Source: an optimization exercise on an open RTL-to-GDS flow (aim: small area, a short achievable clock period and few clock cycles per item). Production flows keep margins and buffers that such runs may drop.
The RTL was checked by simulation tests, not by an equivalence proof against the original design.
Power is estimated from default activity; no workload was simulated.

==> flow/design.v <==
`timescale 1ns / 1ps
`default_nettype none
package cba_pkg;
  localparam int NumBlocks = 256;
  localparam int IdxW      = $clog2(NumBlocks);
  localparam int CntW      = IdxW + 1;
  localparam int BytesW    = 20;
  localparam int BsW       = 13;
  localparam int DivStepW  = $clog2(BytesW);
  localparam logic [BsW-1:0] BsReset = BsW'(64);
  localparam int PaddrW = 3;
  localparam logic RegBlockSize = 1'b0;
  typedef enum logic [1:0] {
    REQ_ALLOC  = 2'd0,
    REQ_RESIZE = 2'd1,
    REQ_FREE   = 2'd2,
    REQ_BAD    = 2'd3
  } req_e;
  typedef enum logic [1:0] {
    ST_INPLACE = 2'd0,
    ST_PLACED  = 2'd1,
    ST_NOSPACE = 2'd2,
    ST_INVALID = 2'd3
  } status_e;
  typedef struct packed {
    logic [1:0]        req;
    logic [IdxW-1:0]   handle;
    logic [BytesW-1:0] nblocks;
  } cmd_t;
endpackage
`default_nettype wire
`timescale 1ns / 1ps
`default_nettype none
module cba_front (
  input  wire logic           clk_i,
  input  wire logic           rst_ni,
  input  wire logic [cba_pkg::BsW-1:0] block_size_i,
  input  wire logic           req_valid_i,
  output logic                req_ready_o,
  input  wire logic [1:0]     req_type_i,
  input  wire logic [cba_pkg::IdxW-1:0] req_handle_i,
  input  wire logic [cba_pkg::BytesW-1:0] req_bytes_i,
  output logic                push_valid_o,
  input  wire logic           push_ready_i,
  output cba_pkg::cmd_t                push_cmd_o
);
  typedef enum logic [2:0] {
    F_IDLE = 3'b001,
    F_DIV  = 3'b010,
    F_PUSH = 3'b100
  } fstate_e;
  fstate_e             state_q, state_d;
  logic [cba_pkg::DivStepW-1:0] step_q, step_d;
  logic [cba_pkg::BytesW-1:0]   dvd_q, dvd_d;
  logic [cba_pkg::BytesW-1:0]   quo_q, quo_d;
  logic [cba_pkg::BsW-1:0]      rem_q, rem_d;
  logic [cba_pkg::BsW-1:0]      dvs_q, dvs_d;
  logic [1:0]          req_q, req_d;
  logic [cba_pkg::IdxW-1:0]     handle_q, handle_d;
  logic [cba_pkg::BsW:0]        rem_sh;
  logic                rem_ge;
  assign req_ready_o  = (state_q == F_IDLE);
  assign push_valid_o = (state_q == F_PUSH);
  always_comb begin
    push_cmd_o.req     = req_q;
    push_cmd_o.handle  = handle_q;
    push_cmd_o.nblocks = quo_q + cba_pkg::BytesW'(rem_q != '0);
  end
  assign rem_sh = {rem_q, dvd_q[cba_pkg::BytesW-1]};
  assign rem_ge = (rem_sh >= {1'b0, dvs_q});
  always_comb begin
    state_d  = state_q;
    step_d   = step_q;
    dvd_d    = dvd_q;
    quo_d    = quo_q;
    rem_d    = rem_q;
    dvs_d    = dvs_q;
    req_d    = req_q;
    handle_d = handle_q;
    unique case (state_q)
      F_IDLE: begin
        if (req_valid_i) begin
          req_d    = req_type_i;
          handle_d = req_handle_i;
          dvd_d    = req_bytes_i;
          dvs_d    = (block_size_i == '0) ? cba_pkg::BsW'(1) : block_size_i;
          rem_d    = '0;
          quo_d    = '0;
          step_d   = '0;
          state_d  = F_DIV;
        end
      end
      F_DIV: begin
        rem_d  = rem_ge ? cba_pkg::BsW'(rem_sh - {1'b0, dvs_q}) : rem_sh[cba_pkg::BsW-1:0];
        quo_d  = {quo_q[cba_pkg::BytesW-2:0], rem_ge};
        dvd_d  = {dvd_q[cba_pkg::BytesW-2:0], 1'b0};
        step_d = step_q + cba_pkg::DivStepW'(1);
        if (step_q == cba_pkg::DivStepW'(cba_pkg::BytesW - 1)) begin
          state_d = F_PUSH;
        end
      end
      F_PUSH: begin
        if (push_ready_i) begin
          state_d = F_IDLE;
        end
      end
      default: state_d = F_IDLE;
    endcase
  end
  always_ff @(posedge clk_i or negedge rst_ni) begin
    if (!rst_ni) begin
      state_q <= F_IDLE;
      step_q  <= '0;
    end else begin
      state_q <= state_d;
      step_q  <= step_d;
    end
  end
  always_ff @(posedge clk_i) begin
    dvd_q    <= dvd_d;
    quo_q    <= quo_d;
    rem_q    <= rem_d;
    dvs_q    <= dvs_d;
    req_q    <= req_d;
    handle_q <= handle_d;
  end
endmodule
`default_nettype wire
`timescale 1ns / 1ps
`default_nettype none
module cba_queue (
  input  wire logic clk_i,
  input  wire logic rst_ni,
  input  wire logic push_valid_i,
  output logic      push_ready_o,
  input  cba_pkg::cmd_t      push_cmd_i,
  output logic      pop_valid_o,
  input  wire logic pop_ready_i,
  output cba_pkg::cmd_t      pop_cmd_o
);
  cba_pkg::cmd_t slot0_q, slot1_q;
  logic       wr_ptr_q, rd_ptr_q;
  logic [1:0] count_q;
  logic       do_push, do_pop;
  assign push_ready_o = (count_q != 2'd2);
  assign pop_valid_o  = (count_q != 2'd0);
  assign pop_cmd_o    = rd_ptr_q ? slot1_q : slot0_q;
  assign do_push      = push_valid_i && push_ready_o;
  assign do_pop       = pop_valid_o && pop_ready_i;
  always_ff @(posedge clk_i or negedge rst_ni) begin
    if (!rst_ni) begin
      wr_ptr_q <= 1'b0;
      rd_ptr_q <= 1'b0;
      count_q  <= 2'd0;
    end else begin
      if (do_push) wr_ptr_q <= ~wr_ptr_q;
      if (do_pop)  rd_ptr_q <= ~rd_ptr_q;
      count_q <= count_q + 2'(do_push) - 2'(do_pop);
    end
  end
  always_ff @(posedge clk_i) begin
    if (do_push && !wr_ptr_q) slot0_q <= push_cmd_i;
    if (do_push &&  wr_ptr_q) slot1_q <= push_cmd_i;
  end
endmodule
`default_nettype wire
`timescale 1ns / 1ps
`default_nettype none
module cba_back (
  input  wire logic clk_i,
  input  wire logic rst_ni,
  input  wire logic pop_valid_i,
  output logic      pop_ready_o,
  input  cba_pkg::cmd_t      pop_cmd_i,
  output logic      rsp_valid_o,
  input  wire logic rsp_ready_i,
  output logic [1:0] rsp_status_o,
  output logic [cba_pkg::IdxW-1:0] rsp_start_o,
  output logic [cba_pkg::CntW-1:0] rsp_cur_o,
  output logic [cba_pkg::CntW-1:0] rsp_peak_o
);
  typedef enum logic [5:0] {
    B_IDLE    = 6'b000001,
    B_DECIDE  = 6'b000010,
    B_GROWCHK = 6'b000100,
    B_SEARCH  = 6'b001000,
    B_FILL    = 6'b010000,
    B_OUT     = 6'b100000
  } bstate_e;
  bstate_e             state_q, state_d;
  logic [cba_pkg::NumBlocks-1:0] used_q, used_d;
  logic [cba_pkg::NumBlocks-1:0] len_vld_q, len_vld_d;
  logic [cba_pkg::CntW-1:0]     len_mem [cba_pkg::NumBlocks];
  logic [cba_pkg::CntW-1:0]     rd_len_q;
  logic                rd_vld_q;
  logic                mem_we;
  logic [cba_pkg::IdxW-1:0]     mem_waddr;
  logic [cba_pkg::CntW-1:0]     mem_wdata;
  logic [cba_pkg::IdxW-1:0]     cursor_q, cursor_d;
  logic [cba_pkg::CntW-1:0]     usage_q, usage_d, peak_q, peak_d;
  cba_pkg::cmd_t                cmd_q, cmd_d;
  logic [cba_pkg::CntW-1:0]     old_q, old_d, nlen_q, nlen_d;
  logic [cba_pkg::CntW-1:0]     pos_q, pos_d, cnt_q, cnt_d, cand_q, cand_d;
  logic                wrap_q, wrap_d;
  logic [cba_pkg::CntW-1:0]     fbase_q, fbase_d, fcnt_q, fcnt_d;
  logic                fset_q, fset_d, relp_q, relp_d;
  cba_pkg::status_e             status_q, status_d;
  logic [cba_pkg::IdxW-1:0]     start_q, start_d;
  logic                rsp_vld_q;
  cba_pkg::status_e             rsp_status_q;
  logic [cba_pkg::IdxW-1:0]     rsp_start_q;
  logic [cba_pkg::CntW-1:0]     rsp_cur_q, rsp_peak_q;
  logic                out_load;
  logic                big;
  logic [cba_pkg::CntW-1:0]     nw9, old_v, grow_add, usage_sum;
  logic [cba_pkg::CntW:0]       grow_end, cur_sum;
  logic [cba_pkg::IdxW:0]       h9;
  assign big      = (cmd_q.nblocks > cba_pkg::BytesW'(cba_pkg::NumBlocks));
  assign nw9      = cmd_q.nblocks[cba_pkg::CntW-1:0];
  assign old_v    = rd_vld_q ? rd_len_q : '0;
  assign h9       = {1'b0, cmd_q.handle};
  assign grow_end = {1'b0, h9} + {1'b0, nw9};
  assign grow_add = nw9 - old_q;
  assign cur_sum  = {1'b0, cursor_q} + {1'b0, nlen_q} ;
  assign usage_sum = usage_q + nlen_q;
  assign pop_ready_o = (state_q == B_IDLE);
  assign out_load    = (state_q == B_OUT) && (!rsp_vld_q || rsp_ready_i);
  always_comb begin
    state_d   = state_q;
    used_d    = used_q;
    len_vld_d = len_vld_q;
    mem_we    = 1'b0;
    mem_waddr = cmd_q.handle;
    mem_wdata = nw9;
    cursor_d  = cursor_q;
    usage_d   = usage_q;
    peak_d    = peak_q;
    cmd_d     = cmd_q;
    old_d     = old_q;
    nlen_d    = nlen_q;
    pos_d     = pos_q;
    cnt_d     = cnt_q;
    cand_d    = cand_q;
    wrap_d    = wrap_q;
    fbase_d   = fbase_q;
    fcnt_d    = fcnt_q;
    fset_d    = fset_q;
    relp_d    = relp_q;
    status_d  = status_q;
    start_d   = start_q;
    unique case (state_q)
      B_IDLE: begin
        if (pop_valid_i) begin
          cmd_d    = pop_cmd_i;
          start_d  = '0;
          status_d = cba_pkg::ST_INVALID;
          state_d  = B_OUT;
          case (pop_cmd_i.req)
            cba_pkg::REQ_ALLOC: begin
              if (pop_cmd_i.nblocks == '0) begin
                state_d = B_OUT;
              end else if (pop_cmd_i.nblocks > cba_pkg::BytesW'(cba_pkg::NumBlocks)) begin
                status_d = cba_pkg::ST_NOSPACE;
              end else begin
                nlen_d  = pop_cmd_i.nblocks[cba_pkg::CntW-1:0];
                pos_d   = {1'b0, cursor_q};
                cand_d  = {1'b0, cursor_q};
                cnt_d   = '0;
                wrap_d  = 1'b0;
                relp_d  = 1'b0;
                state_d = B_SEARCH;
              end
            end
            cba_pkg::REQ_RESIZE, cba_pkg::REQ_FREE: state_d = B_DECIDE;
            default: state_d = B_OUT;
          endcase
        end
      end
      B_DECIDE: begin
        old_d   = old_v;
        start_d = cmd_q.handle;
        status_d = cba_pkg::ST_INPLACE;
        if (old_v == '0) begin
          status_d = cba_pkg::ST_INVALID;
          start_d  = '0;
          state_d  = B_OUT;
        end else if (cmd_q.req == cba_pkg::REQ_FREE || cmd_q.nblocks == '0) begin
          len_vld_d[cmd_q.handle] = 1'b0;
          usage_d = usage_q - old_v;
          fbase_d = h9;
          fcnt_d  = old_v;
          fset_d  = 1'b0;
          relp_d  = 1'b0;
          state_d = B_FILL;
        end else if (!big && nw9 == old_v) begin
          state_d = B_OUT;
        end else if (!big && nw9 < old_v) begin
          mem_we  = 1'b1;
          usage_d = usage_q - (old_v - nw9);
          fbase_d = h9 + nw9;
          fcnt_d  = old_v - nw9;
          fset_d  = 1'b0;
          relp_d  = 1'b0;
          state_d = B_FILL;
        end else if (big) begin
          status_d = cba_pkg::ST_NOSPACE;
          start_d  = '0;
          state_d  = B_OUT;
        end else if (grow_end > (cba_pkg::CntW+1)'(cba_pkg::NumBlocks)) begin
          nlen_d  = nw9;
          pos_d   = {1'b0, cursor_q};
          cand_d  = {1'b0, cursor_q};
          cnt_d   = '0;
          wrap_d  = 1'b0;
          relp_d  = 1'b1;
          state_d = B_SEARCH;
        end else begin
          pos_d   = h9 + old_v;
          cnt_d   = nw9 - old_v;
          state_d = B_GROWCHK;
        end
      end
      B_GROWCHK: begin
        if (used_q[pos_q[cba_pkg::IdxW-1:0]]) begin
          nlen_d  = nw9;
          pos_d   = {1'b0, cursor_q};
          cand_d  = {1'b0, cursor_q};
          cnt_d   = '0;
          wrap_d  = 1'b0;
          relp_d  = 1'b1;
          state_d = B_SEARCH;
        end else if (cnt_q == cba_pkg::CntW'(1)) begin
          mem_we  = 1'b1;
          usage_d = usage_q + grow_add;
          peak_d  = ((usage_q + grow_add) > peak_q) ? usage_q + grow_add : peak_q;
          fbase_d = h9 + old_q;
          fcnt_d  = grow_add;
          fset_d  = 1'b1;
          relp_d  = 1'b0;
          state_d = B_FILL;
        end else begin
          pos_d = pos_q + cba_pkg::CntW'(1);
          cnt_d = cnt_q - cba_pkg::CntW'(1);
        end
      end
      B_SEARCH: begin
        if (pos_q == cba_pkg::CntW'(cba_pkg::NumBlocks)) begin
          if (wrap_q) begin
            status_d = cba_pkg::ST_NOSPACE;
            start_d  = '0;
            state_d  = B_OUT;
          end else begin
            wrap_d = 1'b1;
            pos_d  = '0;
            cand_d = '0;
            cnt_d  = '0;
          end
        end else if (wrap_q && cand_q >= {1'b0, cursor_q}) begin
          status_d = cba_pkg::ST_NOSPACE;
          start_d  = '0;
          state_d  = B_OUT;
        end else if (used_q[pos_q[cba_pkg::IdxW-1:0]]) begin
          cand_d = pos_q + cba_pkg::CntW'(1);
          cnt_d  = '0;
          pos_d  = pos_q + cba_pkg::CntW'(1);
        end else if (cnt_q + cba_pkg::CntW'(1) == nlen_q) begin
          mem_we    = 1'b1;
          mem_waddr = cand_q[cba_pkg::IdxW-1:0];
          mem_wdata = nlen_q;
          len_vld_d[cand_q[cba_pkg::IdxW-1:0]] = 1'b1;
          cursor_d  = cur_sum >= (cba_pkg::CntW+1)'(cba_pkg::NumBlocks) ? '0 : cur_sum[cba_pkg::IdxW-1:0];
          usage_d   = usage_sum;
          peak_d    = (usage_sum > peak_q) ? usage_sum : peak_q;
          fbase_d   = cand_q;
          fcnt_d    = nlen_q;
          fset_d    = 1'b1;
          status_d  = cba_pkg::ST_PLACED;
          start_d   = cand_q[cba_pkg::IdxW-1:0];
          state_d   = B_FILL;
        end else begin
          cnt_d = cnt_q + cba_pkg::CntW'(1);
          pos_d = pos_q + cba_pkg::CntW'(1);
        end
      end
      B_FILL: begin
        used_d[fbase_q[cba_pkg::IdxW-1:0]] = fset_q;
        if (fcnt_q == cba_pkg::CntW'(1)) begin
          if (relp_q) begin
            relp_d  = 1'b0;
            len_vld_d[cmd_q.handle] = 1'b0;
            usage_d = usage_q - old_q;
            fbase_d = h9;
            fcnt_d  = old_q;
            fset_d  = 1'b0;
          end else begin
            state_d = B_OUT;
          end
        end else begin
          fbase_d = fbase_q + cba_pkg::CntW'(1);
          fcnt_d  = fcnt_q - cba_pkg::CntW'(1);
        end
      end
      B_OUT: begin
        if (out_load) state_d = B_IDLE;
      end
      default: state_d = B_IDLE;
    endcase
  end
  always_ff @(posedge clk_i or negedge rst_ni) begin
    if (!rst_ni) begin
      state_q   <= B_IDLE;
      used_q    <= '0;
      len_vld_q <= '0;
      cursor_q  <= '0;
      usage_q   <= '0;
      peak_q    <= '0;
      relp_q    <= 1'b0;
      wrap_q    <= 1'b0;
      rsp_vld_q <= 1'b0;
    end else begin
      state_q   <= state_d;
      used_q    <= used_d;
      len_vld_q <= len_vld_d;
      cursor_q  <= cursor_d;
      usage_q   <= usage_d;
      peak_q    <= peak_d;
      relp_q    <= relp_d;
      wrap_q    <= wrap_d;
      if (out_load)          rsp_vld_q <= 1'b1;
      else if (rsp_ready_i)  rsp_vld_q <= 1'b0;
    end
  end
  always_ff @(posedge clk_i) begin
    if (mem_we) len_mem[mem_waddr] <= mem_wdata;
    rd_len_q <= len_mem[pop_cmd_i.handle];
    rd_vld_q <= len_vld_q[pop_cmd_i.handle];
  end
  always_ff @(posedge clk_i) begin
    cmd_q    <= cmd_d;
    old_q    <= old_d;
    nlen_q   <= nlen_d;
    pos_q    <= pos_d;
    cnt_q    <= cnt_d;
    cand_q   <= cand_d;
    fbase_q  <= fbase_d;
    fcnt_q   <= fcnt_d;
    fset_q   <= fset_d;
    status_q <= status_d;
    start_q  <= start_d;
    if (out_load) begin
      rsp_status_q <= status_q;
      rsp_start_q  <= start_q;
      rsp_cur_q    <= usage_q;
      rsp_peak_q   <= peak_q;
    end
  end
  assign rsp_valid_o = rsp_vld_q;
  assign rsp_status_o = rsp_status_q;
  assign rsp_start_o = rsp_start_q;
  assign rsp_cur_o = rsp_cur_q;
  assign rsp_peak_o = rsp_peak_q;
endmodule
`default_nettype wire
`timescale 1ns / 1ps
`default_nettype none
module contiguous_block_allocator (
  input  wire logic              clk_i,
  input  wire logic              rst_ni,
  input  wire logic              req_valid,
  output logic                   req_ready,
  input  wire logic [1:0]        req_type,
  input  wire logic [7:0]        req_handle,
  input  wire logic [19:0]       req_size_bytes,
  output logic                   rsp_valid,
  input  wire logic              rsp_ready,
  output logic [1:0]             rsp_status,
  output logic [7:0]             rsp_start_block,
  output logic [8:0]             rsp_current_usage,
  output logic [8:0]             rsp_peak_usage,
  input  wire logic              psel,
  input  wire logic              penable,
  input  wire logic              pwrite,
  input  wire logic [cba_pkg::PaddrW-1:0] paddr,
  input  wire logic [31:0]       pwdata,
  output logic [31:0]            prdata,
  output logic                   pready
);
  logic [cba_pkg::BsW-1:0] block_size_q;
  logic           front_valid, front_ready, back_valid, back_ready;
  cba_pkg::cmd_t           front_cmd, back_cmd;
  assign pready = 1'b1;
  assign prdata = (paddr[2] == cba_pkg::RegBlockSize) ? {{(32-cba_pkg::BsW){1'b0}}, block_size_q} : '0;
  always_ff @(posedge clk_i or negedge rst_ni) begin
    if (!rst_ni) begin
      block_size_q <= cba_pkg::BsReset;
    end else if (psel && penable && pwrite && paddr[2] == cba_pkg::RegBlockSize) begin
      block_size_q <= pwdata[cba_pkg::BsW-1:0];
    end
  end
  cba_front u_front (
    .clk_i        (clk_i),
    .rst_ni       (rst_ni),
    .block_size_i (block_size_q),
    .req_valid_i  (req_valid),
    .req_ready_o  (req_ready),
    .req_type_i   (req_type),
    .req_handle_i (req_handle),
    .req_bytes_i  (req_size_bytes),
    .push_valid_o (front_valid),
    .push_ready_i (front_ready),
    .push_cmd_o   (front_cmd)
  );
  cba_queue u_queue (
    .clk_i        (clk_i),
    .rst_ni       (rst_ni),
    .push_valid_i (front_valid),
    .push_ready_o (front_ready),
    .push_cmd_i   (front_cmd),
    .pop_valid_o  (back_valid),
    .pop_ready_i  (back_ready),
    .pop_cmd_o    (back_cmd)
  );
  cba_back u_back (
    .clk_i       (clk_i),
    .rst_ni      (rst_ni),
    .pop_valid_i (back_valid),
    .pop_ready_o (back_ready),
    .pop_cmd_i   (back_cmd),
    .rsp_valid_o (rsp_valid),
    .rsp_ready_i (rsp_ready),
    .rsp_status_o(rsp_status),
    .rsp_start_o (rsp_start_block),
    .rsp_cur_o   (rsp_current_usage),
    .rsp_peak_o  (rsp_peak_usage)
  );
endmodule
`default_nettype wire
==> flow/run.sh <==
#!/bin/bash
# synth_recipe.tcl (not shown) runs the flow's synth.tcl, then flattens the netlist and writes it again
# the make line also repeats each setting of config.mk as NAME=value (left out here)
make -C /OpenROAD-flow-scripts/flow DESIGN_CONFIG=/design/flow/config.mk WORK_HOME=/design/flow/orfs CLKGATE_MAP_FILE= SYNTH_SCRIPT=/design/flow/synth_recipe.tcl finish
==> flow/config.mk <==
export PLATFORM = sky130hd
export DESIGN_NAME = contiguous_block_allocator
export DESIGN_NICKNAME = contiguous_block_allocator
export VERILOG_FILES = /design/flow/design.v
export SDC_FILE = /design/flow/constraint.sdc
export NUM_CORES = 4
export LEC_CHECK = 0
export CAP_MARGIN = 20
export CORE_MARGIN = 2
export CORE_UTILIZATION = 45
export SLEW_MARGIN = 20
==> flow/constraint.sdc <==
create_clock -name core_clock -period 10.0 [get_ports {clk_i}]
set_input_delay 2.0000 -clock core_clock [delete_from_list [all_inputs] [get_ports {clk_i}]]
set_output_delay 2.0000 -clock core_clock [all_outputs]
set_load 0.01 [all_outputs]
==> impl_results.md <==
- Largest net degree at the start of global routing: about 190
- Routability Congestion: approximately 0.94
- Largest family of logic cells by synthesized area: simple AND/OR/NAND/NOR gates
- Worst path arrival time: 7410 ps
- Rows: slightly above 200
- Most used cell, CP: buf_4
- Post_cts resized: 0
- Fin. Hold Viols: 0
- # DRC: 0
- Slowest CP cell: o32ai_4
- Synth top area share: 0.556
- Startpoint types: flop
- Commonest non-fill, non-tap cell in the layout: nand2_1
- Flops & latches, synth: 3153
- CORE AREA: just over 300000 µm²
- R2r startpoint: u_back.pos_q[0]$_DFFE_PP_
- Slew Viols, Final: 0
- DIE AREA: 313000 µm²
- Final Util: 0.506
- WP data required: roughly 10000 ps
- Clk Tree Root Cell: clkbuf_16
- Async set-reset flop share out of synthesis: 0.181
- Clock latency (worst-skew pair): 960 ps
- Drt first pass iters: 6
- Detail Route Antenna Nets: 0
- CTS Hold Bufs: 0
- Final nets: 11800
- Detailed Place HPWL: about 240 mm
- Synth Area in Adders: 0.0146
- Total GRT Usage: 0.255
- IO Count: around 140
- Worst Path Buf+Inv: 4
- Syn avg cell area: approximately 12 µm²
- Placed inst area: between 100000 and 150000 µm²
- First-pass GRT wire length: between 600 and 700 mm
- Post-Synth XOR/XNOR Area: 0.00858
- Inserted Clock Buffers: around 340
- Post-synthesis compound-gate area fraction: 0.0962
- Via count: around 97000
- Commonest cells after routing, fill and taps aside: 2687 x nand2_1, 2571 x edfxtp_1, 1214 x nand3_1
- Minimum clock period: just under 7000 ps
- Slew at the pin closest to its max-slew limit: 1270 ps
- Synth Flop Type: edfxtp_1
- CP endpoint kind: flop
- Critical-path cell list: buf_4, mux4_2, a22o_1, a211oi_1, a21o_1, o21ai_0, o32ai_4, buf_4, mux2i_1, o31ai_4, buf_4, buf_4, nor2_1
- Initial antenna violation count: 10
- Yosys cell types: 96
- Die width: 560 µm
- Syn Inst Count: between 10000 and 15000
- Post-route clock period utilization: 0.692
- CP max FO: 43
- Min-Delay Path Class: reg2reg
- CP Class: reg2reg
- Synth area leaders: edfxtp_1 56%, dfrtp_1 10%, nand2_1 7.3%
- Initial core utilization: 0.453
- Die Y: 560 µm
- Leakage: 55.2 nW
- Cell taking the most area after synthesis: edfxtp_1
- Area Overhead vs Synth: 11.7%
- Fmax: between 100 and 150 MHz
- Critical Path Source: u_back.pos_q[0]$_DFFE_PP_
- Post-Synth Simple-Gate Area: 0.148
- Final Cell Area: 155000 µm²
- Post-Syn Area: around 140000 µm²
- Mux cell area share after synthesis: 0.0440
- H-tree depth: 5
- Final WL: 411 mm
- Setup repair bufs after CTS: 0
- Final setup fails: 0
- Maximum VDD drop: 0.000258 V
- Crit path depth: 13
- TritonCTS clock tree: done
- Max-slew headroom: 0.154
- Status: no timing/DRC/antenna violations
- CTS sink cnt: ~3200
- Number of synthesized flops with an enable pin: 2571
- RR Endpoint: u_back.len_mem[239][2]$_DFFE_PP_
- Max Root-Sink Buffers: 4
- Hold_ws: between 300 and 400 ps
- Yosys Warn Count: 4
- GRT overflow: 0
- Seq/Total Area, Yosys: 0.660
- Worst setup endpoint: u_back.len_mem[239][2]$_DFFE_PP_
- Clock Skews: a little under 100 ps
- WL/cell: roughly 26 µm
- Worst path top cell family by delay: buffers and inverters
- Vias in the first global route: between 90000 and 100k
- Max_cap viols: 0
- Slowest stage delay, CP: ~830 ps
- Share of layout cells above drive strength 1: 0.0858
- DR vias/cell: slightly above 6
- Unrepaired setup endpoints after global routing: no
- Port Buffer Count: 93
- Starting DRT DRC Count: around 11000
- Worst r2r path cells: 13
- Pwr Density: roughly 270 nW/µm²
- Clk slew on worst S/H paths: 60 ps
- Reg2reg setup slack: 3080 ps
==> worst min path at each step <==
stage | start | endpoint | slack [ps] | depth (start not counted)
after floorplan | u_back.start_q[0]$_DFFE_PP_ | u_back.rsp_start_q[0]$_DFFE_PP_ | 400 | 0
after global placement | u_back.start_q[3]$_DFFE_PP_ | u_back.rsp_start_q[3]$_DFFE_PP_ | 410 | 0
after CTS | u_back.status_q[1]$_DFFE_PP_ | u_back.rsp_status_q[1]$_DFFE_PP_ | 400 | 0
after detailed placement | u_back.start_q[0]$_DFFE_PP_ | u_back.rsp_start_q[0]$_DFFE_PP_ | 400 | 0
after global routing | u_back.status_q[1]$_DFFE_PP_ | u_back.rsp_status_q[1]$_DFFE_PP_ | 430 | 0
final | u_back.status_q[1]$_DFFE_PP_ | u_back.rsp_status_q[1]$_DFFE_PP_ | 400 | 0
==> routing by layer <==
layer,part of all wire,global-route usage
met2,0.45,0.392
met1,0.42,0.360
met3,0.093,0.0485
met5,0.00010,0
met4,0.040,0.0959
==> sequential cells by signal (all words and copies together), names as in the netlist, 13 cells and up <==
| signal | flops |
|---|---|
| block_size_q | 13 |
| u_back.cmd_q | 30 |
| u_back.len_mem | 2304 |
| u_back.len_vld_q | 256 |
| u_back.used_q | 256 |
| u_front.dvd_q | 20 |
| u_front.dvs_q | 13 |
| u_front.quo_q | 20 |
| u_front.rem_q | 13 |
| u_queue.slot0_q | 30 |
| u_queue.slot1_q | 30 |
==> cell type report <==
| type | instances | area, µm² |
|---|---|---|
| Tap cell | 4100 | 5130 |
| Antenna cell | 6 | 15.0 |
| Clock buffer | 451 | 9240 |
| Sequential cell | 3153 | 91700 |
| Timing Repair Buffer | 309 | 2920 |
| Fill cell | 26400 | 151000 |
| Inverter | 151 | 588 |
| Clock inverter | 167 | 1700 |
| Multi-Input combinational cell | 7599 | 43900 |
==> Yosys cell counts (97+ instances only) <==
library cell  count
clkbuf_1        670
nand3_1        1217
a31oi_1         157
nor3_1           97
nand2_1        2688
mux2i_1         297
dfrtp_1         569
inv_1           147
o21ai_0         653
mux2_2          116
and3_1          158
edfxtp_1       2571
nor2_1          332
ha_1            145
a311oi_1        400
a21oi_1         425
==> where the power goes <==
part	switching (mW)	internal [mW]
clock network	5.32	7.07
logic	9.52	3.67
registers	0.662	16.0
total	15.5	26.8
==> through the flow <==
step / worst slack, ps / cells / setup TNS [ps] / total power [mW]
floorplan: -345 / 11700 / -705270 / 25.1
global route: 2870 / 15900 / 0 / 44.0
detailed placement: 3170 / 15300 / 0 / 29.9
CTS: 3200 / 15900 / 0 / 42.2
global placement: 3170 / 15300 / 0 / 29.7
finish: 3080 / 15900 / 0 / 42.3
==> logic make-up after synthesis <==
family | after synthesis
xor gates and xnor gates | 136
adders and majority gates | 156
and+or+nand+nor | 4731
DFF | 3153
muxes | 495
buffers and inverters | 987
AOI/OAI and AO/OA | 2061
other | 2
Testbench counts, summed over its fixed seeds: cycles 157,387, items 4,000.

[what the ideal ports hide]
The results above use ideal ports. As a check the final layout listed here was re-extracted and re-timed, cells and wires unchanged. Step 1, drivers: a clkbuf_16 drives clk_i and a buf_2 each remaining input, both assumed. Step 2 also shifts input and output timing later by t, the mid clock arrival at the registers, as if the neighbouring blocks saw the same clock. a / b / c = ideal / step 1 / step 2; a / b = the first two.
t (ns): 1.010
slack for setup (ns): 3.076 / 3.076 / 3.076
pins driven straight from the clock port: 1
After both steps setup and hold are still met in this run. For this run, drivers alone change the setup slack by 0.000 ns; drivers and shift together by 0.000 ns.
